What follows belongs to an exercise in optimizing a design on an open flow for small area, a short achievable clock period and few clock cycles; a production flow would make more cautious choices.
Function was not checked in any run shown here: the RTL went through the layout flow alone.

==> flow/design.v (outline; a module is shown in full before it is edited, if it fits) <==
// module qpsc_eval: 20 lines
// module qpsc_band_test_dn: 207 lines
// module qpsc_band_test_dp: 205 lines
// module qpsc_fa: 10 lines
// module qpsc_band_fin: 6 lines
// module qpsc_gp: 11 lines
// module qpsc_seq: 89 lines
// module quad_photodiode_stepper_centering: 201 lines
// module qpsc_reg14: 9 lines
module quad_photodiode_stepper_centering (
    input  logic                              aclk,
    input  logic                              aresetn,
    input  logic                              s_tvalid,
    output logic                              s_tready,
    input  logic [qpsc_pkg::IN_DATA_W-1:0]    s_tdata,   
    input  logic                              s_tuser,   
    output logic                              m_tvalid,
    input  logic                              m_tready,
    output logic [qpsc_pkg::OUT_DATA_W-1:0]   m_tdata,   
    input  logic                              cfg_we,
    input  logic [qpsc_pkg::CFG_IDX_W-1:0]    cfg_index,
    input  logic [qpsc_pkg::CFG_W-1:0]        cfg_wdata
);
  // ...
==> flow/run.sh <==
#!/bin/bash
# synth_recipe.tcl (not shown) runs the flow's synth.tcl, then flattens the netlist and writes it again
# the make line also repeats each setting of config.mk as NAME=value (left out here)
make -C /OpenROAD-flow-scripts/flow DESIGN_CONFIG=/design/flow/config.mk WORK_HOME=/design/flow/orfs CLKGATE_MAP_FILE= SYNTH_SCRIPT=/design/flow/synth_recipe.tcl finish
==> flow/config.mk <==
export PLATFORM = sky130hd
export DESIGN_NAME = quad_photodiode_stepper_centering
export DESIGN_NICKNAME = quad_photodiode_stepper_centering
export VERILOG_FILES = /design/flow/design.v
export SDC_FILE = /design/flow/constraint.sdc
export NUM_CORES = 4
export LEC_CHECK = 0
export CAP_MARGIN = 20
export CORE_MARGIN = 2
export CORE_UTILIZATION = 40
export SLEW_MARGIN = 60
export SYNTH_HIERARCHICAL = 1
export SYNTH_MINIMUM_KEEP_SIZE = 0
==> flow/constraint.sdc <==
create_clock -name core_clock -period 12.5 [get_ports {aclk}]
set_input_delay 2.5000 -clock core_clock [delete_from_list [all_inputs] [get_ports {aclk}]]
set_output_delay 2.5000 -clock core_clock [all_outputs]
set_load 0.01 [all_outputs]
==> impl_metrics.ini, run 1 <==
[global_route]
use_met1_pct = 24.9
grt.busiest_layer = met2

[hold_path]
hold_path_class = flip-flop to flip-flop
hp-start = s0_start$_DFF_P_
worstHoldPathCells = 0

[layout]
inv_count = 222
clk_share_pct = 4.41
buffers = 104
syn2layout_area_growth_pct = 8.60
regArea_um2 = 7150
seq_cells = 299
layout_common_cells = 212 x inv_1, 211 x xnor2_1, 195 x fa_1

[worst_setup_path]
endpoint_kind = output pin
cp.depth = 1

[timing]
max_slew_margin_pct = 63.4
setup_violations = 0
setup_ws_ns = 8.30
post-route-period-util_pct = 33.6

[place]
dp_hpwl_um = 46900

[floorplan]
die_w_um = 258
initial_core_util_pct = 40.2

[clock_network]
post_cts_buffers = 0
cts-root-buf = clkbuf_16

[status]
status = no timing/DRC/antenna violations
==> module qpsc_eval, before the edit <==
module qpsc_eval (
    input  logic [13:0]        sum_hi,     
    input  logic [13:0]        sum_lo,
    input  logic signed [14:0] diff,       
    input  logic [7:0]         hi_one,     
    input  logic [7:0]         hi_two,
    input  logic [7:0]         hi_negn,
    input  logic [7:0]         hi_negp,    
    input  logic [7:0]         lo_one,     
    input  logic [7:0]         lo_two,
    input  logic [7:0]         lo_negn,
    input  logic [7:0]         lo_negp,    
    output logic [7:0]         hi_part,    
    output logic [7:0]         lo_part     
);
    qpsc_band_test_dn u_hi (.one(hi_one), .two(hi_two), .negn(hi_negn), .negp(hi_negp), .s(sum_hi), .d(diff),
                            .part(hi_part));
    qpsc_band_test_dp u_lo (.one(lo_one), .two(lo_two), .negn(lo_negn), .negp(lo_negp), .s(sum_lo), .d(diff),
                            .part(lo_part));
endmodule
==> module qpsc_band_fin, before the edit <==
module qpsc_band_fin (
    input  logic [7:0] part,
    output logic       neg
);
    assign neg = part[7] ^ (part[6] | (part[5] & (part[4] | (part[3] & (part[2] | (part[1] & part[0]))))));
endmodule
==> module quad_photodiode_stepper_centering, before the edit <==
module quad_photodiode_stepper_centering (
    input  logic                              aclk,
    input  logic                              aresetn,
    input  logic                              s_tvalid,
    output logic                              s_tready,
    input  logic [qpsc_pkg::IN_DATA_W-1:0]    s_tdata,   
    input  logic                              s_tuser,   
    output logic                              m_tvalid,
    input  logic                              m_tready,
    output logic [qpsc_pkg::OUT_DATA_W-1:0]   m_tdata,   
    input  logic                              cfg_we,
    input  logic [qpsc_pkg::CFG_IDX_W-1:0]    cfg_index,
    input  logic [qpsc_pkg::CFG_W-1:0]        cfg_wdata
);
    localparam int SB = qpsc_pkg::SAMPLE_BITS;
    function automatic logic booth_one(input logic [16:0] w, input int k);
        booth_one = w[2*k] ^ ((k == 0) ? 1'b0 : w[2*k-1]);
    endfunction
    function automatic logic booth_two(input logic [16:0] w, input int k);
        logic b0;
        b0 = (k == 0) ? 1'b0 : w[2*k-1];
        booth_two = (w[2*k+1] && !w[2*k] && !b0) || (!w[2*k+1] && w[2*k] && b0);
    endfunction
    logic rst_late;
    always_ff @(posedge aclk) begin
        rst_late <= !aresetn;
    end
    logic [qpsc_pkg::STEPS_W-1:0]  init_budget_reg;    
    logic [qpsc_pkg::TGT_W-1:0]    target_reg;
    logic [qpsc_pkg::TOL_W-1:0]    tol_reg;
    logic [qpsc_pkg::MOVES_W-1:0]  max_moves_reg;
    logic [qpsc_pkg::STEPS_W-1:0]  wr_budget;
    always_comb begin
        if (cfg_wdata[qpsc_pkg::STEPS_W-1:0] == '0)
            wr_budget = qpsc_pkg::STEPS_W'(1);
        else if (cfg_wdata[qpsc_pkg::STEPS_W-1:0] > qpsc_pkg::BUDGET_MAX)
            wr_budget = qpsc_pkg::BUDGET_MAX;
        else
            wr_budget = cfg_wdata[qpsc_pkg::STEPS_W-1:0];
    end
    logic wr_en;
    assign wr_en = cfg_we && aresetn;
    always_ff @(posedge aclk) begin
        if (wr_en && (cfg_index == qpsc_pkg::CFG_INITIAL_STEPS))
            init_budget_reg <= wr_budget;
        else if (rst_late)
            init_budget_reg <= qpsc_pkg::INIT_STEPS_RST;
        if (wr_en && (cfg_index == qpsc_pkg::CFG_TARGET))
            target_reg <= cfg_wdata[qpsc_pkg::TGT_W-1:0];
        else if (rst_late)
            target_reg <= qpsc_pkg::TARGET_RST;
        if (wr_en && (cfg_index == qpsc_pkg::CFG_TOLERANCE))
            tol_reg <= cfg_wdata[qpsc_pkg::TOL_W-1:0];
        else if (rst_late)
            tol_reg <= qpsc_pkg::TOL_RST;
        if (wr_en && (cfg_index == qpsc_pkg::CFG_MAX_MOVES))
            max_moves_reg <= cfg_wdata[qpsc_pkg::MOVES_W-1:0];
        else if (rst_late)
            max_moves_reg <= qpsc_pkg::MAX_MOVES_RST;
    end
    logic [16:0] band_hi17, band_lo17;
    logic        hi_over, lo_under;
    logic [7:0]  hi_one, hi_two, hi_negn, hi_negp, lo_one, lo_two, lo_negn, lo_negp;
    assign band_hi17 = {target_reg[15], target_reg} + {2'b00, tol_reg};
    assign band_lo17 = {target_reg[15], target_reg} - {2'b00, tol_reg};
    assign hi_over   = !band_hi17[16] && band_hi17[15];    
    assign lo_under  = band_lo17[16] && !band_lo17[15];    
    always_ff @(posedge aclk) begin
        for (int k = 0; k < 8; k++) begin
            hi_one[k]  <= !hi_over && booth_one(band_hi17, k);
            hi_two[k]  <= hi_over ? (k == 7) : booth_two(band_hi17, k);
            hi_negn[k] <= hi_over || !band_hi17[2*k+1];
            hi_negp[k] <= !hi_over && band_hi17[2*k+1];
            lo_one[k]  <= !lo_under && booth_one(band_lo17, k);
            lo_two[k]  <= lo_under ? (k == 7) : booth_two(band_lo17, k);
            lo_negn[k] <= lo_under || band_lo17[2*k+1];
            lo_negp[k] <= !lo_under && !band_lo17[2*k+1];
        end
    end
    logic                s0_valid;
    logic                s0_start;
    logic [6:0]          s0_bd_lo, s0_bd_hi, s0_ac_lo, s0_ac_hi;    
    logic [SB:0]         s0_bd, s0_ac;
    logic [SB-1:0]       qa, qb, qc, qd;
    assign {qd, qc, qb, qa} = s_tdata[4*SB-1:0];
    always_ff @(posedge aclk) begin
        s0_start <= s_tuser;
        s0_bd_lo <= {1'b0, qb[5:0]}  + {1'b0, qd[5:0]};
        s0_bd_hi <= {1'b0, qb[11:6]} + {1'b0, qd[11:6]};
        s0_ac_lo <= {1'b0, qa[5:0]}  + {1'b0, qc[5:0]};
        s0_ac_hi <= {1'b0, qa[11:6]} + {1'b0, qc[11:6]};
    end
    assign s0_bd = {s0_bd_hi, 6'b0} + 13'(s0_bd_lo);
    assign s0_ac = {s0_ac_hi, 6'b0} + 13'(s0_ac_lo);
    logic                s1_valid;
    logic                s1_start;
    logic [13:0]         s1_sum_next, s1_sum_hi, s1_sum_lo;
    logic signed [14:0]  s1_diff;
    always_ff @(posedge aclk) begin
        s1_start <= s0_start;
        s1_diff  <= {2'b00, s0_bd} - {2'b00, s0_ac};
    end
    assign s1_sum_next = {1'b0, s0_bd} + {1'b0, s0_ac};
    qpsc_reg14 u_sum_hi (.aclk(aclk), .d(s1_sum_next), .q(s1_sum_hi));
    qpsc_reg14 u_sum_lo (.aclk(aclk), .d(s1_sum_next), .q(s1_sum_lo));
    logic       s2_valid, s2_start, s2_nobeam, s2_hi, s2_lo;
    logic [7:0] ev_hi_part, ev_lo_part, s2_hi_part, s2_lo_part;
    qpsc_eval u_eval (
        .sum_hi   (s1_sum_hi),
        .sum_lo   (s1_sum_lo),
        .diff     (s1_diff),
        .hi_one   (hi_one),
        .hi_two   (hi_two),
        .hi_negn  (hi_negn),
        .hi_negp  (hi_negp),
        .lo_one   (lo_one),
        .lo_two   (lo_two),
        .lo_negn  (lo_negn),
        .lo_negp  (lo_negp),
        .hi_part  (ev_hi_part),
        .lo_part  (ev_lo_part)
    );
    always_ff @(posedge aclk) begin
        s2_start   <= s1_start;
        s2_nobeam  <= (s1_sum_lo == '0);
        s2_hi_part <= ev_hi_part;
        s2_lo_part <= ev_lo_part;
    end
    qpsc_band_fin u_hi_fin (.part(s2_hi_part), .neg(s2_hi));
    qpsc_band_fin u_lo_fin (.part(s2_lo_part), .neg(s2_lo));
    localparam int QN = 4;            
    logic [3:0] q [QN];               
    logic [1:0] q_wptr, q_rptr;
    logic [2:0] q_count;              
    logic [3:0] s2_tok, head;
    logic       head_valid, fire;
    logic       out_valid_reg;
    logic       ready_reg;
    logic       take;
    logic [2:0] flight;               
    assign s2_tok     = {s2_start, s2_nobeam, s2_hi, s2_lo};
    assign head       = (q_count != 3'd0) ? q[q_rptr] : s2_tok;
    assign head_valid = (q_count != 3'd0) || s2_valid;
    assign fire       = head_valid && (!out_valid_reg || m_tready);
    logic [2:0] q_count_inc, q_count_dec;
    assign q_count_inc = q_count + 3'(s2_valid);
    assign q_count_dec = q_count + 3'(s2_valid) - 3'd1;
    assign s_tready = ready_reg;
    assign take     = s_tvalid && ready_reg;
    always_ff @(posedge aclk) begin
        if (s2_valid)
            q[q_wptr] <= s2_tok;
    end
    always_ff @(posedge aclk) begin
        if (!aresetn) begin
            s0_valid      <= 1'b0;
            s1_valid      <= 1'b0;
            s2_valid      <= 1'b0;
            q_wptr        <= 2'd0;
            q_rptr        <= 2'd0;
            q_count       <= 3'd0;
            flight        <= 3'd0;
            ready_reg     <= 1'b0;
            out_valid_reg <= 1'b0;
        end else begin
            s0_valid      <= take;
            s1_valid      <= s0_valid;
            s2_valid      <= s1_valid;
            q_wptr        <= q_wptr + 2'(s2_valid);
            q_rptr        <= q_rptr + 2'(fire);
            q_count       <= fire ? q_count_dec : q_count_inc;
            case ({take, fire})
                2'b10:   flight <= flight + 3'd1;
                2'b01:   flight <= flight - 3'd1;
                default: flight <= flight;
            endcase
            case ({take, fire})
                2'b10:   ready_reg <= (flight <= 3'(QN - 2));
                2'b01:   ready_reg <= 1'b1;
                default: ready_reg <= (flight <= 3'(QN - 1));
            endcase
            out_valid_reg <= fire || (out_valid_reg && !m_tready);
        end
    end
    qpsc_pkg::qpsc_result_t result;
    qpsc_seq u_seq (
        .aclk        (aclk),
        .rst         (rst_late),
        .fire        (fire),
        .start_req   (head[3]),
        .no_beam     (head[2]),
        .hi          (head[1]),
        .lo          (head[0]),
        .init_budget (init_budget_reg),
        .max_moves   (max_moves_reg),
        .result      (result)
    );
    assign m_tvalid = out_valid_reg;
    assign m_tdata  = qpsc_pkg::OUT_DATA_W'({result.status, result.step_budget,
                                             result.turn_reverse, result.coil_pattern});
endmodule
==> inputs of run 2 (changes only) <==
--- a/flow/design.v
+++ b/flow/design.v
@@ -69,33 +69,29 @@
 endpackage
 `timescale 1ns / 1ps
 module qpsc_eval (
-    input  logic [13:0]        sum_hi,     
-    input  logic [13:0]        sum_lo,
+    input  logic [13:0]        sum,        
     input  logic signed [14:0] diff,       
     input  logic [7:0]         hi_one,     
     input  logic [7:0]         hi_two,
     input  logic [7:0]         hi_negn,
-    input  logic [7:0]         hi_negp,    
     input  logic [7:0]         lo_one,     
     input  logic [7:0]         lo_two,
     input  logic [7:0]         lo_negn,
-    input  logic [7:0]         lo_negp,    
-    output logic [7:0]         hi_part,    
-    output logic [7:0]         lo_part     
+    output logic [7:0]        hi_part,    
+    output logic [7:0]        lo_part     
 );
-    qpsc_band_test_dn u_hi (.one(hi_one), .two(hi_two), .negn(hi_negn), .negp(hi_negp), .s(sum_hi), .d(diff),
+    qpsc_band_test_dn u_hi (.one(hi_one), .two(hi_two), .negn(hi_negn), .s(sum), .d(diff),
                             .part(hi_part));
-    qpsc_band_test_dp u_lo (.one(lo_one), .two(lo_two), .negn(lo_negn), .negp(lo_negp), .s(sum_lo), .d(diff),
+    qpsc_band_test_dp u_lo (.one(lo_one), .two(lo_two), .negn(lo_negn), .s(sum), .d(diff),
                             .part(lo_part));
 endmodule
 module qpsc_band_test_dn (
     input  logic [7:0] one,
     input  logic [7:0] two,
     input  logic [7:0] negn,
-    input  logic [7:0] negp,
     input  logic [13:0] s,
     input  logic [14:0] d,
-    output logic [7:0]  part     
+    output logic [7:0] part     
 );
     logic x0, y0, x1, y1, x2, y2, x3, y3, x4, y4, x5, y5, x6, y6, x7, y7;
     logic x8, y8, x9, y9, x10, y10, x11, y11, x12, y12, x13, y13, x14, y14, x15, y15;
@@ -117,51 +113,51 @@
     logic cg17, cp17, cg18, cp18, cg19, cp19, cg20, cp20, cg21, cp21, cg22, cp22, cg23, cp23, cg24, cp24;
     logic cg25, cp25;
     logic [30:0] ta, tb, tg, tp;
-    assign x0 = ~(~(((one[0] & s[10]) | (two[0] & s[9])) ^ negp[0]) ^ ~(((one[1] & s[8]) | (two[1] & s[7])) ^ negp[1]));
-    assign y0 = ~(((one[0] & s[10]) | (two[0] & s[9])) ^ negp[0]) | ~(((one[1] & s[8]) | (two[1] & s[7])) ^ negp[1]);
-    assign x1 = ~(~(((one[0] & s[11]) | (two[0] & s[10])) ^ negp[0]) ^ ~(((one[1] & s[9]) | (two[1] & s[8])) ^ negp[1]));
-    assign y1 = ~(((one[0] & s[11]) | (two[0] & s[10])) ^ negp[0]) | ~(((one[1] & s[9]) | (two[1] & s[8])) ^ negp[1]);
-    qpsc_fa f2 (.a(~(((one[0] & s[12]) | (two[0] & s[11])) ^ negp[0])), .b(~(((one[1] & s[10]) | (two[1] & s[9])) ^ negp[1])), .c(~(((one[2] & s[8]) | (two[2] & s[7])) ^ negp[2])), .s(x2), .co(y2));
+    assign x0 = ~((((one[0] & s[10]) | (two[0] & s[9])) ^ negn[0]) ^ (((one[1] & s[8]) | (two[1] & s[7])) ^ negn[1]));
+    assign y0 = (((one[0] & s[10]) | (two[0] & s[9])) ^ negn[0]) | (((one[1] & s[8]) | (two[1] & s[7])) ^ negn[1]);
+    assign x1 = ~((((one[0] & s[11]) | (two[0] & s[10])) ^ negn[0]) ^ (((one[1] & s[9]) | (two[1] & s[8])) ^ negn[1]));
+    assign y1 = (((one[0] & s[11]) | (two[0] & s[10])) ^ negn[0]) | (((one[1] & s[9]) | (two[1] & s[8])) ^ negn[1]);
+    qpsc_fa f2 (.a((((one[0] & s[12]) | (two[0] & s[11])) ^ negn[0])), .b((((one[1] & s[10]) | (two[1] & s[9])) ^ negn[1])), .c((((one[2] & s[8]) | (two[2] & s[7])) ^ negn[2])), .s(x2), .co(y2));
     assign x3 = ~((((one[3] & s[6]) | (two[3] & s[5])) ^ negn[3]) ^ (((one[4] & s[4]) | (two[4] & s[3])) ^ negn[4]));
     assign y3 = (((one[3] & s[6]) | (two[3] & s[5])) ^ negn[3]) | (((one[4] & s[4]) | (two[4] & s[3])) ^ negn[4]);
-    qpsc_fa f4 (.a(~(((one[0] & s[13]) | (two[0] & s[12])) ^ negp[0])), .b(~(((one[1] & s[11]) | (two[1] & s[10])) ^ negp[1])), .c(~(((one[2] & s[9]) | (two[2] & s[8])) ^ negp[2])), .s(x4), .co(y4));
+    qpsc_fa f4 (.a((((one[0] & s[13]) | (two[0] & s[12])) ^ negn[0])), .b((((one[1] & s[11]) | (two[1] & s[10])) ^ negn[1])), .c((((one[2] & s[9]) | (two[2] & s[8])) ^ negn[2])), .s(x4), .co(y4));
     assign x5 = ~((((one[3] & s[7]) | (two[3] & s[6])) ^ negn[3]) ^ (((one[4] & s[5]) | (two[4] & s[4])) ^ negn[4]));
     assign y5 = (((one[3] & s[7]) | (two[3] & s[6])) ^ negn[3]) | (((one[4] & s[5]) | (two[4] & s[4])) ^ negn[4]);
-    qpsc_fa f6 (.a(~(((two[0] & s[13])) ^ negp[0])), .b(~(((one[1] & s[12]) | (two[1] & s[11])) ^ negp[1])), .c(~(((one[2] & s[10]) | (two[2] & s[9])) ^ negp[2])), .s(x6), .co(y6));
-    qpsc_fa f7 (.a(~(((one[3] & s[8]) | (two[3] & s[7])) ^ negp[3])), .b((((one[4] & s[6]) | (two[4] & s[5])) ^ negn[4])), .c((((one[5] & s[4]) | (two[5] & s[3])) ^ negn[5])), .s(x7), .co(y7));
+    qpsc_fa f6 (.a((((two[0] & s[13])) ^ negn[0])), .b((((one[1] & s[12]) | (two[1] & s[11])) ^ negn[1])), .c((((one[2] & s[10]) | (two[2] & s[9])) ^ negn[2])), .s(x6), .co(y6));
+    qpsc_fa f7 (.a((((one[3] & s[8]) | (two[3] & s[7])) ^ negn[3])), .b((((one[4] & s[6]) | (two[4] & s[5])) ^ negn[4])), .c((((one[5] & s[4]) | (two[5] & s[3])) ^ negn[5])), .s(x7), .co(y7));
     assign x8 = ~((((one[6] & s[2]) | (two[6] & s[1])) ^ negn[6]) ^ (((one[7] & s[0])) ^ negn[7]));
     assign y8 = (((one[6] & s[2]) | (two[6] & s[1])) ^ negn[6]) | (((one[7] & s[0])) ^ negn[7]);
-    qpsc_fa f9 (.a(~negn[0]), .b(~(((one[1] & s[13]) | (two[1] & s[12])) ^ negp[1])), .c(~(((one[2] & s[11]) | (two[2] & s[10])) ^ negp[2])), .s(x9), .co(y9));
-    qpsc_fa f10 (.a(~(((one[3] & s[9]) | (two[3] & s[8])) ^ negp[3])), .b((((one[4] & s[7]) | (two[4] & s[6])) ^ negn[4])), .c((((one[5] & s[5]) | (two[5] & s[4])) ^ negn[5])), .s(x10), .co(y10));
+    qpsc_fa f9 (.a(~negn[0]), .b((((one[1] & s[13]) | (two[1] & s[12])) ^ negn[1])), .c((((one[2] & s[11]) | (two[2] & s[10])) ^ negn[2])), .s(x9), .co(y9));
+    qpsc_fa f10 (.a((((one[3] & s[9]) | (two[3] & s[8])) ^ negn[3])), .b((((one[4] & s[7]) | (two[4] & s[6])) ^ negn[4])), .c((((one[5] & s[5]) | (two[5] & s[4])) ^ negn[5])), .s(x10), .co(y10));
     qpsc_fa f11 (.a((((one[6] & s[3]) | (two[6] & s[2])) ^ negn[6])), .b((((one[7] & s[1]) | (two[7] & s[0])) ^ negn[7])), .c(d[0]), .s(x11), .co(y11));
-    qpsc_fa f12 (.a(~(((two[1] & s[13])) ^ negp[1])), .b(~(((one[2] & s[12]) | (two[2] & s[11])) ^ negp[2])), .c(~(((one[3] & s[10]) | (two[3] & s[9])) ^ negp[3])), .s(x12), .co(y12));
-    qpsc_fa f13 (.a(~(((one[4] & s[8]) | (two[4] & s[7])) ^ negp[4])), .b((((one[5] & s[6]) | (two[5] & s[5])) ^ negn[5])), .c((((one[6] & s[4]) | (two[6] & s[3])) ^ negn[6])), .s(x13), .co(y13));
+    qpsc_fa f12 (.a((((two[1] & s[13])) ^ negn[1])), .b((((one[2] & s[12]) | (two[2] & s[11])) ^ negn[2])), .c((((one[3] & s[10]) | (two[3] & s[9])) ^ negn[3])), .s(x12), .co(y12));
+    qpsc_fa f13 (.a((((one[4] & s[8]) | (two[4] & s[7])) ^ negn[4])), .b((((one[5] & s[6]) | (two[5] & s[5])) ^ negn[5])), .c((((one[6] & s[4]) | (two[6] & s[3])) ^ negn[6])), .s(x13), .co(y13));
     assign x14 = ~((((one[7] & s[2]) | (two[7] & s[1])) ^ negn[7]) ^ d[1]);
     assign y14 = (((one[7] & s[2]) | (two[7] & s[1])) ^ negn[7]) | d[1];
-    qpsc_fa f15 (.a(~negn[1]), .b(~(((one[2] & s[13]) | (two[2] & s[12])) ^ negp[2])), .c(~(((one[3] & s[11]) | (two[3] & s[10])) ^ negp[3])), .s(x15), .co(y15));
-    qpsc_fa f16 (.a(~(((one[4] & s[9]) | (two[4] & s[8])) ^ negp[4])), .b((((one[5] & s[7]) | (two[5] & s[6])) ^ negn[5])), .c((((one[6] & s[5]) | (two[6] & s[4])) ^ negn[6])), .s(x16), .co(y16));
+    qpsc_fa f15 (.a(~negn[1]), .b((((one[2] & s[13]) | (two[2] & s[12])) ^ negn[2])), .c((((one[3] & s[11]) | (two[3] & s[10])) ^ negn[3])), .s(x15), .co(y15));
+    qpsc_fa f16 (.a((((one[4] & s[9]) | (two[4] & s[8])) ^ negn[4])), .b((((one[5] & s[7]) | (two[5] & s[6])) ^ negn[5])), .c((((one[6] & s[5]) | (two[6] & s[4])) ^ negn[6])), .s(x16), .co(y16));
     assign x17 = (((one[7] & s[3]) | (two[7] & s[2])) ^ negn[7]) ^ d[2];
     assign y17 = (((one[7] & s[3]) | (two[7] & s[2])) ^ negn[7]) & d[2];
-    qpsc_fa f18 (.a(~(((two[2] & s[13])) ^ negp[2])), .b(~(((one[3] & s[12]) | (two[3] & s[11])) ^ negp[3])), .c(~(((one[4] & s[10]) | (two[4] & s[9])) ^ negp[4])), .s(x18), .co(y18));
-    qpsc_fa f19 (.a(~(((one[5] & s[8]) | (two[5] & s[7])) ^ negp[5])), .b((((one[6] & s[6]) | (two[6] & s[5])) ^ negn[6])), .c((((one[7] & s[4]) | (two[7] & s[3])) ^ negn[7])), .s(x19), .co(y19));
+    qpsc_fa f18 (.a((((two[2] & s[13])) ^ negn[2])), .b((((one[3] & s[12]) | (two[3] & s[11])) ^ negn[3])), .c((((one[4] & s[10]) | (two[4] & s[9])) ^ negn[4])), .s(x18), .co(y18));
+    qpsc_fa f19 (.a((((one[5] & s[8]) | (two[5] & s[7])) ^ negn[5])), .b((((one[6] & s[6]) | (two[6] & s[5])) ^ negn[6])), .c((((one[7] & s[4]) | (two[7] & s[3])) ^ negn[7])), .s(x19), .co(y19));
     assign x20 = ~d[3];
     assign y20 = d[3];
-    qpsc_fa f21 (.a(~negn[2]), .b(~(((one[3] & s[13]) | (two[3] & s[12])) ^ negp[3])), .c(~(((one[4] & s[11]) | (two[4] & s[10])) ^ negp[4])), .s(x21), .co(y21));
-    qpsc_fa f22 (.a(~(((one[5] & s[9]) | (two[5] & s[8])) ^ negp[5])), .b((((one[6] & s[7]) | (two[6] & s[6])) ^ negn[6])), .c((((one[7] & s[5]) | (two[7] & s[4])) ^ negn[7])), .s(x22), .co(y22));
-    qpsc_fa f23 (.a(~(((two[3] & s[13])) ^ negp[3])), .b(~(((one[4] & s[12]) | (two[4] & s[11])) ^ negp[4])), .c(~(((one[5] & s[10]) | (two[5] & s[9])) ^ negp[5])), .s(x23), .co(y23));
-    assign x24 = ~(~(((one[6] & s[8]) | (two[6] & s[7])) ^ negp[6]) ^ (((one[7] & s[6]) | (two[7] & s[5])) ^ negn[7]));
-    assign y24 = ~(((one[6] & s[8]) | (two[6] & s[7])) ^ negp[6]) | (((one[7] & s[6]) | (two[7] & s[5])) ^ negn[7]);
-    qpsc_fa f25 (.a(~negn[3]), .b(~(((one[4] & s[13]) | (two[4] & s[12])) ^ negp[4])), .c(~(((one[5] & s[11]) | (two[5] & s[10])) ^ negp[5])), .s(x25), .co(y25));
-    assign x26 = ~(~(((two[4] & s[13])) ^ negp[4]) ^ ~(((one[5] & s[12]) | (two[5] & s[11])) ^ negp[5]));
-    assign y26 = ~(((two[4] & s[13])) ^ negp[4]) | ~(((one[5] & s[12]) | (two[5] & s[11])) ^ negp[5]);
+    qpsc_fa f21 (.a(~negn[2]), .b((((one[3] & s[13]) | (two[3] & s[12])) ^ negn[3])), .c((((one[4] & s[11]) | (two[4] & s[10])) ^ negn[4])), .s(x21), .co(y21));
+    qpsc_fa f22 (.a((((one[5] & s[9]) | (two[5] & s[8])) ^ negn[5])), .b((((one[6] & s[7]) | (two[6] & s[6])) ^ negn[6])), .c((((one[7] & s[5]) | (two[7] & s[4])) ^ negn[7])), .s(x22), .co(y22));
+    qpsc_fa f23 (.a((((two[3] & s[13])) ^ negn[3])), .b((((one[4] & s[12]) | (two[4] & s[11])) ^ negn[4])), .c((((one[5] & s[10]) | (two[5] & s[9])) ^ negn[5])), .s(x23), .co(y23));
+    assign x24 = ~((((one[6] & s[8]) | (two[6] & s[7])) ^ negn[6]) ^ (((one[7] & s[6]) | (two[7] & s[5])) ^ negn[7]));
+    assign y24 = (((one[6] & s[8]) | (two[6] & s[7])) ^ negn[6]) | (((one[7] & s[6]) | (two[7] & s[5])) ^ negn[7]);
+    qpsc_fa f25 (.a(~negn[3]), .b((((one[4] & s[13]) | (two[4] & s[12])) ^ negn[4])), .c((((one[5] & s[11]) | (two[5] & s[10])) ^ negn[5])), .s(x25), .co(y25));
+    assign x26 = ~((((two[4] & s[13])) ^ negn[4]) ^ (((one[5] & s[12]) | (two[5] & s[11])) ^ negn[5]));
+    assign y26 = (((two[4] & s[13])) ^ negn[4]) | (((one[5] & s[12]) | (two[5] & s[11])) ^ negn[5]);
     assign x27 = ~((((one[0] & s[6]) | (two[0] & s[5])) ^ negn[0]) ^ (((one[1] & s[4]) | (two[1] & s[3])) ^ negn[1]));
     assign y27 = (((one[0] & s[6]) | (two[0] & s[5])) ^ negn[0]) | (((one[1] & s[4]) | (two[1] & s[3])) ^ negn[1]);
     assign x28 = ~((((one[0] & s[7]) | (two[0] & s[6])) ^ negn[0]) ^ (((one[1] & s[5]) | (two[1] & s[4])) ^ negn[1]));
     assign y28 = (((one[0] & s[7]) | (two[0] & s[6])) ^ negn[0]) | (((one[1] & s[5]) | (two[1] & s[4])) ^ negn[1]);
-    qpsc_fa f29 (.a(~(((one[0] & s[8]) | (two[0] & s[7])) ^ negp[0])), .b((((one[1] & s[6]) | (two[1] & s[5])) ^ negn[1])), .c((((one[2] & s[4]) | (two[2] & s[3])) ^ negn[2])), .s(x29), .co(y29));
+    qpsc_fa f29 (.a((((one[0] & s[8]) | (two[0] & s[7])) ^ negn[0])), .b((((one[1] & s[6]) | (two[1] & s[5])) ^ negn[1])), .c((((one[2] & s[4]) | (two[2] & s[3])) ^ negn[2])), .s(x29), .co(y29));
     assign x30 = ~((((one[3] & s[2]) | (two[3] & s[1])) ^ negn[3]) ^ (((one[4] & s[0])) ^ negn[4]));
     assign y30 = (((one[3] & s[2]) | (two[3] & s[1])) ^ negn[3]) | (((one[4] & s[0])) ^ negn[4]);
-    qpsc_fa f31 (.a(~(((one[0] & s[9]) | (two[0] & s[8])) ^ negp[0])), .b((((one[1] & s[7]) | (two[1] & s[6])) ^ negn[1])), .c((((one[2] & s[5]) | (two[2] & s[4])) ^ negn[2])), .s(x31), .co(y31));
+    qpsc_fa f31 (.a((((one[0] & s[9]) | (two[0] & s[8])) ^ negn[0])), .b((((one[1] & s[7]) | (two[1] & s[6])) ^ negn[1])), .c((((one[2] & s[5]) | (two[2] & s[4])) ^ negn[2])), .s(x31), .co(y31));
     assign x32 = ~((((one[3] & s[3]) | (two[3] & s[2])) ^ negn[3]) ^ (((one[4] & s[1]) | (two[4] & s[0])) ^ negn[4]));
     assign y32 = (((one[3] & s[3]) | (two[3] & s[2])) ^ negn[3]) | (((one[4] & s[1]) | (two[4] & s[0])) ^ negn[4]);
     qpsc_fa f33 (.a(x0), .b((((one[2] & s[6]) | (two[2] & s[5])) ^ negn[2])), .c((((one[3] & s[4]) | (two[3] & s[3])) ^ negn[3])), .s(x33), .co(y33));
@@ -187,19 +183,19 @@
     qpsc_fa f53 (.a(x23), .b(x24), .c(d[5]), .s(x53), .co(y53));
     assign x54 = y21 ^ y22;
     assign y54 = y21 & y22;
-    qpsc_fa f55 (.a(x25), .b(~(((one[6] & s[9]) | (two[6] & s[8])) ^ negp[6])), .c((((one[7] & s[7]) | (two[7] & s[6])) ^ negn[7])), .s(x55), .co(y55));
+    qpsc_fa f55 (.a(x25), .b((((one[6] & s[9]) | (two[6] & s[8])) ^ negn[6])), .c((((one[7] & s[7]) | (two[7] & s[6])) ^ negn[7])), .s(x55), .co(y55));
     qpsc_fa f56 (.a(d[6]), .b(y23), .c(y24), .s(x56), .co(y56));
-    qpsc_fa f57 (.a(x26), .b(~(((one[6] & s[10]) | (two[6] & s[9])) ^ negp[6])), .c(~(((one[7] & s[8]) | (two[7] & s[7])) ^ negp[7])), .s(x57), .co(y57));
+    qpsc_fa f57 (.a(x26), .b((((one[6] & s[10]) | (two[6] & s[9])) ^ negn[6])), .c((((one[7] & s[8]) | (two[7] & s[7])) ^ negn[7])), .s(x57), .co(y57));
     assign x58 = d[7] ^ y25;
     assign y58 = d[7] & y25;
-    qpsc_fa f59 (.a(~negn[4]), .b(~(((one[5] & s[13]) | (two[5] & s[12])) ^ negp[5])), .c(~(((one[6] & s[11]) | (two[6] & s[10])) ^ negp[6])), .s(x59), .co(y59));
-    qpsc_fa f60 (.a(~(((one[7] & s[9]) | (two[7] & s[8])) ^ negp[7])), .b(d[8]), .c(y26), .s(x60), .co(y60));
-    qpsc_fa f61 (.a(~(((two[5] & s[13])) ^ negp[5])), .b(~(((one[6] & s[12]) | (two[6] & s[11])) ^ negp[6])), .c(~(((one[7] & s[10]) | (two[7] & s[9])) ^ negp[7])), .s(x61), .co(y61));
+    qpsc_fa f59 (.a(~negn[4]), .b((((one[5] & s[13]) | (two[5] & s[12])) ^ negn[5])), .c((((one[6] & s[11]) | (two[6] & s[10])) ^ negn[6])), .s(x59), .co(y59));
+    qpsc_fa f60 (.a((((one[7] & s[9]) | (two[7] & s[8])) ^ negn[7])), .b(d[8]), .c(y26), .s(x60), .co(y60));
+    qpsc_fa f61 (.a((((two[5] & s[13])) ^ negn[5])), .b((((one[6] & s[12]) | (two[6] & s[11])) ^ negn[6])), .c((((one[7] & s[10]) | (two[7] & s[9])) ^ negn[7])), .s(x61), .co(y61));
     assign x62 = ~d[9];
     assign y62 = d[9];
-    qpsc_fa f63 (.a(~negn[5]), .b(~(((one[6] & s[13]) | (two[6] & s[12])) ^ negp[6])), .c(~(((one[7] & s[11]) | (two[7] & s[10])) ^ negp[7])), .s(x63), .co(y63));
-    assign x64 = ~(~(((two[6] & s[13])) ^ negp[6]) ^ ~(((one[7] & s[12]) | (two[7] & s[11])) ^ negp[7]));
-    assign y64 = ~(((two[6] & s[13])) ^ negp[6]) | ~(((one[7] & s[12]) | (two[7] & s[11])) ^ negp[7]);
+    qpsc_fa f63 (.a(~negn[5]), .b((((one[6] & s[13]) | (two[6] & s[12])) ^ negn[6])), .c((((one[7] & s[11]) | (two[7] & s[10])) ^ negn[7])), .s(x63), .co(y63));
+    assign x64 = ~((((two[6] & s[13])) ^ negn[6]) ^ (((one[7] & s[12]) | (two[7] & s[11])) ^ negn[7]));
+    assign y64 = (((two[6] & s[13])) ^ negn[6]) | (((one[7] & s[12]) | (two[7] & s[11])) ^ negn[7]);
     assign x65 = ~((((one[0] & s[4]) | (two[0] & s[3])) ^ negn[0]) ^ (((one[1] & s[2]) | (two[1] & s[1])) ^ negn[1]));
     assign y65 = (((one[0] & s[4]) | (two[0] & s[3])) ^ negn[0]) | (((one[1] & s[2]) | (two[1] & s[1])) ^ negn[1]);
     assign x66 = ~((((one[0] & s[5]) | (two[0] & s[4])) ^ negn[0]) ^ (((one[1] & s[3]) | (two[1] & s[2])) ^ negn[1]));
@@ -225,9 +221,9 @@
     qpsc_fa f85 (.a(x61), .b(x62), .c(y59), .s(x85), .co(y85));
     qpsc_fa f86 (.a(x63), .b(d[10]), .c(y61), .s(x86), .co(y86));
     qpsc_fa f87 (.a(x64), .b(d[11]), .c(y63), .s(x87), .co(y87));
-    qpsc_fa f88 (.a(~negn[6]), .b(~(((one[7] & s[13]) | (two[7] & s[12])) ^ negp[7])), .c(d[12]), .s(x88), .co(y88));
-    assign x89 = ~(~(((two[7] & s[13])) ^ negp[7]) ^ d[13]);
-    assign y89 = ~(((two[7] & s[13])) ^ negp[7]) | d[13];
+    qpsc_fa f88 (.a(~negn[6]), .b((((one[7] & s[13]) | (two[7] & s[12])) ^ negn[7])), .c(d[12]), .s(x88), .co(y88));
+    assign x89 = ~((((two[7] & s[13])) ^ negn[7]) ^ d[13]);
+    assign y89 = (((two[7] & s[13])) ^ negn[7]) | d[13];
     assign x90 = ~(~negn[7] ^ ~d[14]);
     assign y90 = ~negn[7] | ~d[14];
     assign x91 = ~((((one[0] & s[2]) | (two[0] & s[1])) ^ negn[0]) ^ (((one[1] & s[0])) ^ negn[1]));
@@ -299,10 +295,9 @@
     input  logic [7:0] one,
     input  logic [7:0] two,
     input  logic [7:0] negn,
-    input  logic [7:0] negp,
     input  logic [13:0] s,
     input  logic [14:0] d,
-    output logic [7:0]  part     
+    output logic [7:0] part     
 );
     logic x0, y0, x1, y1, x2, y2, x3, y3, x4, y4, x5, y5, x6, y6, x7, y7;
     logic x8, y8, x9, y9, x10, y10, x11, y11, x12, y12, x13, y13, x14, y14, x15, y15;
@@ -324,49 +319,49 @@
     logic cg17, cp17, cg18, cp18, cg19, cp19, cg20, cp20, cg21, cp21, cg22, cp22, cg23, cp23, cg24, cp24;
     logic cg25, cp25;
     logic [30:0] ta, tb, tg, tp;
-    assign x0 = ~(~(((one[0] & s[10]) | (two[0] & s[9])) ^ negp[0]) ^ ~(((one[1] & s[8]) | (two[1] & s[7])) ^ negp[1]));
-    assign y0 = ~(((one[0] & s[10]) | (two[0] & s[9])) ^ negp[0]) | ~(((one[1] & s[8]) | (two[1] & s[7])) ^ negp[1]);
-    assign x1 = ~(~(((one[0] & s[11]) | (two[0] & s[10])) ^ negp[0]) ^ ~(((one[1] & s[9]) | (two[1] & s[8])) ^ negp[1]));
-    assign y1 = ~(((one[0] & s[11]) | (two[0] & s[10])) ^ negp[0]) | ~(((one[1] & s[9]) | (two[1] & s[8])) ^ negp[1]);
-    qpsc_fa f2 (.a(~(((one[0] & s[12]) | (two[0] & s[11])) ^ negp[0])), .b(~(((one[1] & s[10]) | (two[1] & s[9])) ^ negp[1])), .c(~(((one[2] & s[8]) | (two[2] & s[7])) ^ negp[2])), .s(x2), .co(y2));
+    assign x0 = ~((((one[0] & s[10]) | (two[0] & s[9])) ^ negn[0]) ^ (((one[1] & s[8]) | (two[1] & s[7])) ^ negn[1]));
+    assign y0 = (((one[0] & s[10]) | (two[0] & s[9])) ^ negn[0]) | (((one[1] & s[8]) | (two[1] & s[7])) ^ negn[1]);
+    assign x1 = ~((((one[0] & s[11]) | (two[0] & s[10])) ^ negn[0]) ^ (((one[1] & s[9]) | (two[1] & s[8])) ^ negn[1]));
+    assign y1 = (((one[0] & s[11]) | (two[0] & s[10])) ^ negn[0]) | (((one[1] & s[9]) | (two[1] & s[8])) ^ negn[1]);
+    qpsc_fa f2 (.a((((one[0] & s[12]) | (two[0] & s[11])) ^ negn[0])), .b((((one[1] & s[10]) | (two[1] & s[9])) ^ negn[1])), .c((((one[2] & s[8]) | (two[2] & s[7])) ^ negn[2])), .s(x2), .co(y2));
     assign x3 = ~((((one[3] & s[6]) | (two[3] & s[5])) ^ negn[3]) ^ (((one[4] & s[4]) | (two[4] & s[3])) ^ negn[4]));
     assign y3 = (((one[3] & s[6]) | (two[3] & s[5])) ^ negn[3]) | (((one[4] & s[4]) | (two[4] & s[3])) ^ negn[4]);
-    qpsc_fa f4 (.a(~(((one[0] & s[13]) | (two[0] & s[12])) ^ negp[0])), .b(~(((one[1] & s[11]) | (two[1] & s[10])) ^ negp[1])), .c(~(((one[2] & s[9]) | (two[2] & s[8])) ^ negp[2])), .s(x4), .co(y4));
+    qpsc_fa f4 (.a((((one[0] & s[13]) | (two[0] & s[12])) ^ negn[0])), .b((((one[1] & s[11]) | (two[1] & s[10])) ^ negn[1])), .c((((one[2] & s[9]) | (two[2] & s[8])) ^ negn[2])), .s(x4), .co(y4));
     assign x5 = ~((((one[3] & s[7]) | (two[3] & s[6])) ^ negn[3]) ^ (((one[4] & s[5]) | (two[4] & s[4])) ^ negn[4]));
     assign y5 = (((one[3] & s[7]) | (two[3] & s[6])) ^ negn[3]) | (((one[4] & s[5]) | (two[4] & s[4])) ^ negn[4]);
-    qpsc_fa f6 (.a(~(((two[0] & s[13])) ^ negp[0])), .b(~(((one[1] & s[12]) | (two[1] & s[11])) ^ negp[1])), .c(~(((one[2] & s[10]) | (two[2] & s[9])) ^ negp[2])), .s(x6), .co(y6));
-    qpsc_fa f7 (.a(~(((one[3] & s[8]) | (two[3] & s[7])) ^ negp[3])), .b((((one[4] & s[6]) | (two[4] & s[5])) ^ negn[4])), .c((((one[5] & s[4]) | (two[5] & s[3])) ^ negn[5])), .s(x7), .co(y7));
+    qpsc_fa f6 (.a((((two[0] & s[13])) ^ negn[0])), .b((((one[1] & s[12]) | (two[1] & s[11])) ^ negn[1])), .c((((one[2] & s[10]) | (two[2] & s[9])) ^ negn[2])), .s(x6), .co(y6));
+    qpsc_fa f7 (.a((((one[3] & s[8]) | (two[3] & s[7])) ^ negn[3])), .b((((one[4] & s[6]) | (two[4] & s[5])) ^ negn[4])), .c((((one[5] & s[4]) | (two[5] & s[3])) ^ negn[5])), .s(x7), .co(y7));
     assign x8 = ~((((one[6] & s[2]) | (two[6] & s[1])) ^ negn[6]) ^ (((one[7] & s[0])) ^ negn[7]));
     assign y8 = (((one[6] & s[2]) | (two[6] & s[1])) ^ negn[6]) | (((one[7] & s[0])) ^ negn[7]);
-    qpsc_fa f9 (.a(~(((one[1] & s[13]) | (two[1] & s[12])) ^ negp[1])), .b(~(((one[2] & s[11]) | (two[2] & s[10])) ^ negp[2])), .c(~(((one[3] & s[9]) | (two[3] & s[8])) ^ negp[3])), .s(x9), .co(y9));
+    qpsc_fa f9 (.a((((one[1] & s[13]) | (two[1] & s[12])) ^ negn[1])), .b((((one[2] & s[11]) | (two[2] & s[10])) ^ negn[2])), .c((((one[3] & s[9]) | (two[3] & s[8])) ^ negn[3])), .s(x9), .co(y9));
     qpsc_fa f10 (.a((((one[4] & s[7]) | (two[4] & s[6])) ^ negn[4])), .b((((one[5] & s[5]) | (two[5] & s[4])) ^ negn[5])), .c((((one[6] & s[3]) | (two[6] & s[2])) ^ negn[6])), .s(x10), .co(y10));
     qpsc_fa f11 (.a((((one[7] & s[1]) | (two[7] & s[0])) ^ negn[7])), .b(~d[0]), .c(negn[0]), .s(x11), .co(y11));
-    qpsc_fa f12 (.a(~(((two[1] & s[13])) ^ negp[1])), .b(~(((one[2] & s[12]) | (two[2] & s[11])) ^ negp[2])), .c(~(((one[3] & s[10]) | (two[3] & s[9])) ^ negp[3])), .s(x12), .co(y12));
-    qpsc_fa f13 (.a(~(((one[4] & s[8]) | (two[4] & s[7])) ^ negp[4])), .b((((one[5] & s[6]) | (two[5] & s[5])) ^ negn[5])), .c((((one[6] & s[4]) | (two[6] & s[3])) ^ negn[6])), .s(x13), .co(y13));
+    qpsc_fa f12 (.a((((two[1] & s[13])) ^ negn[1])), .b((((one[2] & s[12]) | (two[2] & s[11])) ^ negn[2])), .c((((one[3] & s[10]) | (two[3] & s[9])) ^ negn[3])), .s(x12), .co(y12));
+    qpsc_fa f13 (.a((((one[4] & s[8]) | (two[4] & s[7])) ^ negn[4])), .b((((one[5] & s[6]) | (two[5] & s[5])) ^ negn[5])), .c((((one[6] & s[4]) | (two[6] & s[3])) ^ negn[6])), .s(x13), .co(y13));
     qpsc_fa f14 (.a((((one[7] & s[2]) | (two[7] & s[1])) ^ negn[7])), .b(~d[1]), .c(negn[0]), .s(x14), .co(y14));
-    qpsc_fa f15 (.a(~negn[1]), .b(~(((one[2] & s[13]) | (two[2] & s[12])) ^ negp[2])), .c(~(((one[3] & s[11]) | (two[3] & s[10])) ^ negp[3])), .s(x15), .co(y15));
-    qpsc_fa f16 (.a(~(((one[4] & s[9]) | (two[4] & s[8])) ^ negp[4])), .b((((one[5] & s[7]) | (two[5] & s[6])) ^ negn[5])), .c((((one[6] & s[5]) | (two[6] & s[4])) ^ negn[6])), .s(x16), .co(y16));
+    qpsc_fa f15 (.a(~negn[1]), .b((((one[2] & s[13]) | (two[2] & s[12])) ^ negn[2])), .c((((one[3] & s[11]) | (two[3] & s[10])) ^ negn[3])), .s(x15), .co(y15));
+    qpsc_fa f16 (.a((((one[4] & s[9]) | (two[4] & s[8])) ^ negn[4])), .b((((one[5] & s[7]) | (two[5] & s[6])) ^ negn[5])), .c((((one[6] & s[5]) | (two[6] & s[4])) ^ negn[6])), .s(x16), .co(y16));
     qpsc_fa f17 (.a((((one[7] & s[3]) | (two[7] & s[2])) ^ negn[7])), .b(~d[2]), .c(~negn[0]), .s(x17), .co(y17));
-    qpsc_fa f18 (.a(~(((two[2] & s[13])) ^ negp[2])), .b(~(((one[3] & s[12]) | (two[3] & s[11])) ^ negp[3])), .c(~(((one[4] & s[10]) | (two[4] & s[9])) ^ negp[4])), .s(x18), .co(y18));
-    qpsc_fa f19 (.a(~(((one[5] & s[8]) | (two[5] & s[7])) ^ negp[5])), .b((((one[6] & s[6]) | (two[6] & s[5])) ^ negn[6])), .c((((one[7] & s[4]) | (two[7] & s[3])) ^ negn[7])), .s(x19), .co(y19));
+    qpsc_fa f18 (.a((((two[2] & s[13])) ^ negn[2])), .b((((one[3] & s[12]) | (two[3] & s[11])) ^ negn[3])), .c((((one[4] & s[10]) | (two[4] & s[9])) ^ negn[4])), .s(x18), .co(y18));
+    qpsc_fa f19 (.a((((one[5] & s[8]) | (two[5] & s[7])) ^ negn[5])), .b((((one[6] & s[6]) | (two[6] & s[5])) ^ negn[6])), .c((((one[7] & s[4]) | (two[7] & s[3])) ^ negn[7])), .s(x19), .co(y19));
     assign x20 = ~~d[3];
     assign y20 = ~d[3];
-    qpsc_fa f21 (.a(~negn[2]), .b(~(((one[3] & s[13]) | (two[3] & s[12])) ^ negp[3])), .c(~(((one[4] & s[11]) | (two[4] & s[10])) ^ negp[4])), .s(x21), .co(y21));
-    qpsc_fa f22 (.a(~(((one[5] & s[9]) | (two[5] & s[8])) ^ negp[5])), .b((((one[6] & s[7]) | (two[6] & s[6])) ^ negn[6])), .c((((one[7] & s[5]) | (two[7] & s[4])) ^ negn[7])), .s(x22), .co(y22));
-    qpsc_fa f23 (.a(~(((two[3] & s[13])) ^ negp[3])), .b(~(((one[4] & s[12]) | (two[4] & s[11])) ^ negp[4])), .c(~(((one[5] & s[10]) | (two[5] & s[9])) ^ negp[5])), .s(x23), .co(y23));
-    assign x24 = ~(~(((one[6] & s[8]) | (two[6] & s[7])) ^ negp[6]) ^ (((one[7] & s[6]) | (two[7] & s[5])) ^ negn[7]));
-    assign y24 = ~(((one[6] & s[8]) | (two[6] & s[7])) ^ negp[6]) | (((one[7] & s[6]) | (two[7] & s[5])) ^ negn[7]);
-    qpsc_fa f25 (.a(~negn[3]), .b(~(((one[4] & s[13]) | (two[4] & s[12])) ^ negp[4])), .c(~(((one[5] & s[11]) | (two[5] & s[10])) ^ negp[5])), .s(x25), .co(y25));
-    assign x26 = ~(~(((two[4] & s[13])) ^ negp[4]) ^ ~(((one[5] & s[12]) | (two[5] & s[11])) ^ negp[5]));
-    assign y26 = ~(((two[4] & s[13])) ^ negp[4]) | ~(((one[5] & s[12]) | (two[5] & s[11])) ^ negp[5]);
+    qpsc_fa f21 (.a(~negn[2]), .b((((one[3] & s[13]) | (two[3] & s[12])) ^ negn[3])), .c((((one[4] & s[11]) | (two[4] & s[10])) ^ negn[4])), .s(x21), .co(y21));
+    qpsc_fa f22 (.a((((one[5] & s[9]) | (two[5] & s[8])) ^ negn[5])), .b((((one[6] & s[7]) | (two[6] & s[6])) ^ negn[6])), .c((((one[7] & s[5]) | (two[7] & s[4])) ^ negn[7])), .s(x22), .co(y22));
+    qpsc_fa f23 (.a((((two[3] & s[13])) ^ negn[3])), .b((((one[4] & s[12]) | (two[4] & s[11])) ^ negn[4])), .c((((one[5] & s[10]) | (two[5] & s[9])) ^ negn[5])), .s(x23), .co(y23));
+    assign x24 = ~((((one[6] & s[8]) | (two[6] & s[7])) ^ negn[6]) ^ (((one[7] & s[6]) | (two[7] & s[5])) ^ negn[7]));
+    assign y24 = (((one[6] & s[8]) | (two[6] & s[7])) ^ negn[6]) | (((one[7] & s[6]) | (two[7] & s[5])) ^ negn[7]);
+    qpsc_fa f25 (.a(~negn[3]), .b((((one[4] & s[13]) | (two[4] & s[12])) ^ negn[4])), .c((((one[5] & s[11]) | (two[5] & s[10])) ^ negn[5])), .s(x25), .co(y25));
+    assign x26 = ~((((two[4] & s[13])) ^ negn[4]) ^ (((one[5] & s[12]) | (two[5] & s[11])) ^ negn[5]));
+    assign y26 = (((two[4] & s[13])) ^ negn[4]) | (((one[5] & s[12]) | (two[5] & s[11])) ^ negn[5]);
     assign x27 = ~((((one[0] & s[6]) | (two[0] & s[5])) ^ negn[0]) ^ (((one[1] & s[4]) | (two[1] & s[3])) ^ negn[1]));
     assign y27 = (((one[0] & s[6]) | (two[0] & s[5])) ^ negn[0]) | (((one[1] & s[4]) | (two[1] & s[3])) ^ negn[1]);
     assign x28 = ~((((one[0] & s[7]) | (two[0] & s[6])) ^ negn[0]) ^ (((one[1] & s[5]) | (two[1] & s[4])) ^ negn[1]));
     assign y28 = (((one[0] & s[7]) | (two[0] & s[6])) ^ negn[0]) | (((one[1] & s[5]) | (two[1] & s[4])) ^ negn[1]);
-    qpsc_fa f29 (.a(~(((one[0] & s[8]) | (two[0] & s[7])) ^ negp[0])), .b((((one[1] & s[6]) | (two[1] & s[5])) ^ negn[1])), .c((((one[2] & s[4]) | (two[2] & s[3])) ^ negn[2])), .s(x29), .co(y29));
+    qpsc_fa f29 (.a((((one[0] & s[8]) | (two[0] & s[7])) ^ negn[0])), .b((((one[1] & s[6]) | (two[1] & s[5])) ^ negn[1])), .c((((one[2] & s[4]) | (two[2] & s[3])) ^ negn[2])), .s(x29), .co(y29));
     assign x30 = ~((((one[3] & s[2]) | (two[3] & s[1])) ^ negn[3]) ^ (((one[4] & s[0])) ^ negn[4]));
     assign y30 = (((one[3] & s[2]) | (two[3] & s[1])) ^ negn[3]) | (((one[4] & s[0])) ^ negn[4]);
-    qpsc_fa f31 (.a(~(((one[0] & s[9]) | (two[0] & s[8])) ^ negp[0])), .b((((one[1] & s[7]) | (two[1] & s[6])) ^ negn[1])), .c((((one[2] & s[5]) | (two[2] & s[4])) ^ negn[2])), .s(x31), .co(y31));
+    qpsc_fa f31 (.a((((one[0] & s[9]) | (two[0] & s[8])) ^ negn[0])), .b((((one[1] & s[7]) | (two[1] & s[6])) ^ negn[1])), .c((((one[2] & s[5]) | (two[2] & s[4])) ^ negn[2])), .s(x31), .co(y31));
     assign x32 = ~((((one[3] & s[3]) | (two[3] & s[2])) ^ negn[3]) ^ (((one[4] & s[1]) | (two[4] & s[0])) ^ negn[4]));
     assign y32 = (((one[3] & s[3]) | (two[3] & s[2])) ^ negn[3]) | (((one[4] & s[1]) | (two[4] & s[0])) ^ negn[4]);
     qpsc_fa f33 (.a(x0), .b((((one[2] & s[6]) | (two[2] & s[5])) ^ negn[2])), .c((((one[3] & s[4]) | (two[3] & s[3])) ^ negn[3])), .s(x33), .co(y33));
@@ -392,19 +387,19 @@
     qpsc_fa f53 (.a(x23), .b(x24), .c(~d[5]), .s(x53), .co(y53));
     assign x54 = y21 ^ y22;
     assign y54 = y21 & y22;
-    qpsc_fa f55 (.a(x25), .b(~(((one[6] & s[9]) | (two[6] & s[8])) ^ negp[6])), .c((((one[7] & s[7]) | (two[7] & s[6])) ^ negn[7])), .s(x55), .co(y55));
+    qpsc_fa f55 (.a(x25), .b((((one[6] & s[9]) | (two[6] & s[8])) ^ negn[6])), .c((((one[7] & s[7]) | (two[7] & s[6])) ^ negn[7])), .s(x55), .co(y55));
     qpsc_fa f56 (.a(~d[6]), .b(y23), .c(y24), .s(x56), .co(y56));
-    qpsc_fa f57 (.a(x26), .b(~(((one[6] & s[10]) | (two[6] & s[9])) ^ negp[6])), .c(~(((one[7] & s[8]) | (two[7] & s[7])) ^ negp[7])), .s(x57), .co(y57));
+    qpsc_fa f57 (.a(x26), .b((((one[6] & s[10]) | (two[6] & s[9])) ^ negn[6])), .c((((one[7] & s[8]) | (two[7] & s[7])) ^ negn[7])), .s(x57), .co(y57));
     assign x58 = ~d[7] ^ y25;
     assign y58 = ~d[7] & y25;
-    qpsc_fa f59 (.a(~negn[4]), .b(~(((one[5] & s[13]) | (two[5] & s[12])) ^ negp[5])), .c(~(((one[6] & s[11]) | (two[6] & s[10])) ^ negp[6])), .s(x59), .co(y59));
-    qpsc_fa f60 (.a(~(((one[7] & s[9]) | (two[7] & s[8])) ^ negp[7])), .b(~d[8]), .c(y26), .s(x60), .co(y60));
-    qpsc_fa f61 (.a(~(((two[5] & s[13])) ^ negp[5])), .b(~(((one[6] & s[12]) | (two[6] & s[11])) ^ negp[6])), .c(~(((one[7] & s[10]) | (two[7] & s[9])) ^ negp[7])), .s(x61), .co(y61));
+    qpsc_fa f59 (.a(~negn[4]), .b((((one[5] & s[13]) | (two[5] & s[12])) ^ negn[5])), .c((((one[6] & s[11]) | (two[6] & s[10])) ^ negn[6])), .s(x59), .co(y59));
+    qpsc_fa f60 (.a((((one[7] & s[9]) | (two[7] & s[8])) ^ negn[7])), .b(~d[8]), .c(y26), .s(x60), .co(y60));
+    qpsc_fa f61 (.a((((two[5] & s[13])) ^ negn[5])), .b((((one[6] & s[12]) | (two[6] & s[11])) ^ negn[6])), .c((((one[7] & s[10]) | (two[7] & s[9])) ^ negn[7])), .s(x61), .co(y61));
     assign x62 = ~~d[9];
     assign y62 = ~d[9];
-    qpsc_fa f63 (.a(~negn[5]), .b(~(((one[6] & s[13]) | (two[6] & s[12])) ^ negp[6])), .c(~(((one[7] & s[11]) | (two[7] & s[10])) ^ negp[7])), .s(x63), .co(y63));
-    assign x64 = ~(~(((two[6] & s[13])) ^ negp[6]) ^ ~(((one[7] & s[12]) | (two[7] & s[11])) ^ negp[7]));
-    assign y64 = ~(((two[6] & s[13])) ^ negp[6]) | ~(((one[7] & s[12]) | (two[7] & s[11])) ^ negp[7]);
+    qpsc_fa f63 (.a(~negn[5]), .b((((one[6] & s[13]) | (two[6] & s[12])) ^ negn[6])), .c((((one[7] & s[11]) | (two[7] & s[10])) ^ negn[7])), .s(x63), .co(y63));
+    assign x64 = ~((((two[6] & s[13])) ^ negn[6]) ^ (((one[7] & s[12]) | (two[7] & s[11])) ^ negn[7]));
+    assign y64 = (((two[6] & s[13])) ^ negn[6]) | (((one[7] & s[12]) | (two[7] & s[11])) ^ negn[7]);
     assign x65 = ~((((one[0] & s[4]) | (two[0] & s[3])) ^ negn[0]) ^ (((one[1] & s[2]) | (two[1] & s[1])) ^ negn[1]));
     assign y65 = (((one[0] & s[4]) | (two[0] & s[3])) ^ negn[0]) | (((one[1] & s[2]) | (two[1] & s[1])) ^ negn[1]);
     assign x66 = ~((((one[0] & s[5]) | (two[0] & s[4])) ^ negn[0]) ^ (((one[1] & s[3]) | (two[1] & s[2])) ^ negn[1]));
@@ -430,9 +425,9 @@
     qpsc_fa f85 (.a(x61), .b(x62), .c(y59), .s(x85), .co(y85));
     qpsc_fa f86 (.a(x63), .b(~d[10]), .c(y61), .s(x86), .co(y86));
     qpsc_fa f87 (.a(x64), .b(~d[11]), .c(y63), .s(x87), .co(y87));
-    qpsc_fa f88 (.a(~negn[6]), .b(~(((one[7] & s[13]) | (two[7] & s[12])) ^ negp[7])), .c(~d[12]), .s(x88), .co(y88));
-    assign x89 = ~(~(((two[7] & s[13])) ^ negp[7]) ^ ~d[13]);
-    assign y89 = ~(((two[7] & s[13])) ^ negp[7]) | ~d[13];
+    qpsc_fa f88 (.a(~negn[6]), .b((((one[7] & s[13]) | (two[7] & s[12])) ^ negn[7])), .c(~d[12]), .s(x88), .co(y88));
+    assign x89 = ~((((two[7] & s[13])) ^ negn[7]) ^ ~d[13]);
+    assign y89 = (((two[7] & s[13])) ^ negn[7]) | ~d[13];
     assign x90 = ~(~negn[7] ^ d[14]);
     assign y90 = ~negn[7] | d[14];
     assign x91 = ~((((one[0] & s[2]) | (two[0] & s[1])) ^ negn[0]) ^ (((one[1] & s[0])) ^ negn[1]));
@@ -512,9 +507,15 @@
 endmodule
 module qpsc_band_fin (
     input  logic [7:0] part,
-    output logic       neg
+    output logic        neg
 );
-    assign neg = part[7] ^ (part[6] | (part[5] & (part[4] | (part[3] & (part[2] | (part[1] & part[0]))))));
+    logic carry;
+    always_comb begin
+        carry = part[0];
+        for (int i = 1; 2 * i < 7; i++)
+            carry = part[2*i] | (part[2*i-1] & carry);
+    end
+    assign neg = part[7] ^ carry;
 endmodule
 module qpsc_gp (
     input  logic gh,
@@ -680,7 +681,7 @@
     end
     logic [16:0] band_hi17, band_lo17;
     logic        hi_over, lo_under;
-    logic [7:0]  hi_one, hi_two, hi_negn, hi_negp, lo_one, lo_two, lo_negn, lo_negp;
+    logic [7:0]  hi_one, hi_two, hi_negn, lo_one, lo_two, lo_negn;
     assign band_hi17 = {target_reg[15], target_reg} + {2'b00, tol_reg};
     assign band_lo17 = {target_reg[15], target_reg} - {2'b00, tol_reg};
     assign hi_over   = !band_hi17[16] && band_hi17[15];    
@@ -690,11 +691,9 @@
             hi_one[k]  <= !hi_over && booth_one(band_hi17, k);
             hi_two[k]  <= hi_over ? (k == 7) : booth_two(band_hi17, k);
             hi_negn[k] <= hi_over || !band_hi17[2*k+1];
-            hi_negp[k] <= !hi_over && band_hi17[2*k+1];
             lo_one[k]  <= !lo_under && booth_one(band_lo17, k);
             lo_two[k]  <= lo_under ? (k == 7) : booth_two(band_lo17, k);
             lo_negn[k] <= lo_under || band_lo17[2*k+1];
-            lo_negp[k] <= !lo_under && !band_lo17[2*k+1];
         end
     end
     logic                s0_valid;
@@ -714,35 +713,30 @@
     assign s0_ac = {s0_ac_hi, 6'b0} + 13'(s0_ac_lo);
     logic                s1_valid;
     logic                s1_start;
-    logic [13:0]         s1_sum_next, s1_sum_hi, s1_sum_lo;
+    logic [13:0]         s1_sum;
     logic signed [14:0]  s1_diff;
     always_ff @(posedge aclk) begin
         s1_start <= s0_start;
+        s1_sum   <= {1'b0, s0_bd} + {1'b0, s0_ac};
         s1_diff  <= {2'b00, s0_bd} - {2'b00, s0_ac};
     end
-    assign s1_sum_next = {1'b0, s0_bd} + {1'b0, s0_ac};
-    qpsc_reg14 u_sum_hi (.aclk(aclk), .d(s1_sum_next), .q(s1_sum_hi));
-    qpsc_reg14 u_sum_lo (.aclk(aclk), .d(s1_sum_next), .q(s1_sum_lo));
     logic       s2_valid, s2_start, s2_nobeam, s2_hi, s2_lo;
     logic [7:0] ev_hi_part, ev_lo_part, s2_hi_part, s2_lo_part;
     qpsc_eval u_eval (
-        .sum_hi   (s1_sum_hi),
-        .sum_lo   (s1_sum_lo),
+        .sum      (s1_sum),
         .diff     (s1_diff),
         .hi_one   (hi_one),
         .hi_two   (hi_two),
         .hi_negn  (hi_negn),
-        .hi_negp  (hi_negp),
         .lo_one   (lo_one),
         .lo_two   (lo_two),
         .lo_negn  (lo_negn),
-        .lo_negp  (lo_negp),
         .hi_part  (ev_hi_part),
         .lo_part  (ev_lo_part)
     );
     always_ff @(posedge aclk) begin
         s2_start   <= s1_start;
-        s2_nobeam  <= (s1_sum_lo == '0);
+        s2_nobeam  <= (s1_sum == '0);
         s2_hi_part <= ev_hi_part;
         s2_lo_part <= ev_lo_part;
     end
@@ -819,12 +813,3 @@
     assign m_tdata  = qpsc_pkg::OUT_DATA_W'({result.status, result.step_budget,
                                              result.turn_reverse, result.coil_pattern});
 endmodule
-module qpsc_reg14 (
-    input  logic        aclk,
-    input  logic [13:0] d,
-    output logic [13:0] q
-);
-    always_ff @(posedge aclk) begin
-        q <= d;
-    end
-endmodule
==> impl_metrics.ini, run 2 <==
[timing]
rsz0062_at_grt = false
hold_viol_final = 0
tns_ns = 0
fin_skew_ns = 0.0196
max_slew_margin_pct = 61.1
post-route-period-util_pct = 34.5
worst_pin_slew_ns = 0.579
slew_violations = 0
setup_violations = 0
clock.fmax_ghz = 0.232
finalCriticalPeriod_ns = 4.32

[drt]
num_vias = 18200
post-route-drc-count = 0
wl_per_cell_um = 17.9
wl_um = 60700
ant_nets = 0
first_pass_iters = 7
vias_per_cell = 5.35
first_iter_violations = 1469

[clock_network]
post_cts_buffers = 0
htreeDepth = 2
cts-root-buf = clkbuf_16
clkSlewWorstSetupHoldPaths_ns = 0.06
cts_sinks = 268
postCtsHoldBufs = 0
clock_path_buffers = 3
cts_tree = done
ctsResizeCount = 0
cts_buffers = 35
clkLatencyLatePin_ns = 0.54

[global_route]
grt_max_degree = 45
grt_overflow = 0
antenna_found_initial = 0
grt_pass1_wl_um = 97700
track_usage_pct = 18.9
grt_pass1_vias = 18400

[place]
port_buffers = 94
dp_hpwl_um = 44100
dp_cells = 3329
place_area_um2 = 26000
gp_congestion = 0.830

[logic_synthesis]
syn_inst = 2557
synth.avg_cell_area_um2 = 9.82
syn_area_um2 = 25100
yosysWarnings = 9

[layout]
num_antenna_cells = 0
fin_nets = 2959
drive_gt1_share_pct = 9.00
nFillCells = 5877
final_cell_count_no_fill = 3392
regArea_um2 = 6520
final_common_cell = xnor2_1
syn2layout_area_growth_pct = 8.10
layout_common_cells = 299 x xnor2_1, 206 x inv_1, 195 x fa_1
postLayoutCellArea_um2 = 27100
multiInputGateArea_um2 = 16600

[job]
cap_viol_max_count = 0

[hold_path]
hold_path_class = flip-flop to flip-flop

[worst_setup_path]
cp_max_fo = 25
cp.arrival_ns = 4.77
crit_chain = clkdlybuf4s50_1 > nand2b_1 > nor2b_2 > buf_4 > ha_1 > inv_1 > fa_1 > xor2_1 > or3_1 > a21oi_1
endpoint_kind = flip-flop
cp.required_ns = 12.96
worstSetupPathType = input pin to flip-flop
cp_slowest_stage_delay_ns = 0.44
slowest_stage = clkdlybuf4s50_1
cp-start-kind = input pin

[floorplan]
design.core.area_um2 = 61800
die_w_um = 255
initial_core_util_pct = 40.6
boundaryPins = 98
die_h_um = 255
dieArea_um2 = 64800
num_rows = 91

[status]
status = no timing/DRC/antenna violations
[run 2: per-layer routing]
metal  GRT usage (%)  wire (µm)
met1            25.4      27300
met2            30.7      27900
met3            3.38       3750
met4            5.97       1660
met5               0          0
[run 2: critical path: cells and delay by family]
kind                     cells  cell delay [ns]
AND/OR/NAND/NOR              3             0.54
XOR/XNOR                     1             0.16
AO/OA/AOI/OAI                1             0.15
adder cells (fa/ha/maj)      2             0.62
buffers and inverters        3             0.81
[run 2: area by class of cell]
type | instances | area share (%)
clock buffers | 47 | 3.59
repair buffers | 115 | 4.06
well taps | 837 | 3.86
clock inverters | 16 | 0.346
multi-input cells | 1892 | 61.1
flip-flops and latches | 268 | 24.0
inverters | 217 | 3.01
[run 2: final timing paths]
kind	to	from	depth (start not counted)	slack, ns
max	flight[2]$_SDFFE_PN0N_	m_tready	10	8.18
min	s2_start$_DFF_P_	s1_start$_DFF_P_	0	0.32
max reg2reg	s2_lo_part[4]$_DFF_P_	s1_sum[6]$_DFF_P_	11	8.46
min reg2reg	s2_start$_DFF_P_	s1_start$_DFF_P_	0	0.32
[run 2: per-stage QoR]
stage,util [%],setup slack [ns],hold WS [ns]
final,43.9,8.18,0.323
after detailed placement,42.1,7.66,0.312
after floorplan,-,7.97,0.310
after global placement,41.9,7.60,0.318
after global routing,43.9,8.05,0.342
after CTS,43.8,8.21,0.325

separate check: timing with driven ports:
The flow's constraints put no driver on any port. The routed layouts listed below were extracted and timed again, unchanged, in two steps.
Step 1 (the two cells are an assumption about what drives the block):
set clk [get_ports {aclk}]
set_driving_cell -lib_cell sky130_fd_sc_hd__clkbuf_16 $clk
set_driving_cell -lib_cell sky130_fd_sc_hd__buf_2 [delete_from_list [all_inputs] $clk]
Step 2 adds t to the input delays and takes it off the output delays; t is the mean of the earliest and latest rising clock arrival at the registers after step 1. Input paths then give back, and output paths get back, about the clock's delay inside the block.
a / b / c = ideal / step 1 / step 2; a / b = the first two.
run | t, ns | setup WS [ns] | clock arrival spread, ns
run 1 | 0.600 | 8.297 / 8.235 / 7.809 | 0.030 / 0.030
run 2 | 0.586 | 8.185 / 8.211 / 7.625 | 0.024 / 0.024
After both steps every run listed still meets setup and hold. The setup slack of run 2, which loses most, moves by +0.026 ns with the drivers and by -0.560 ns with both steps.
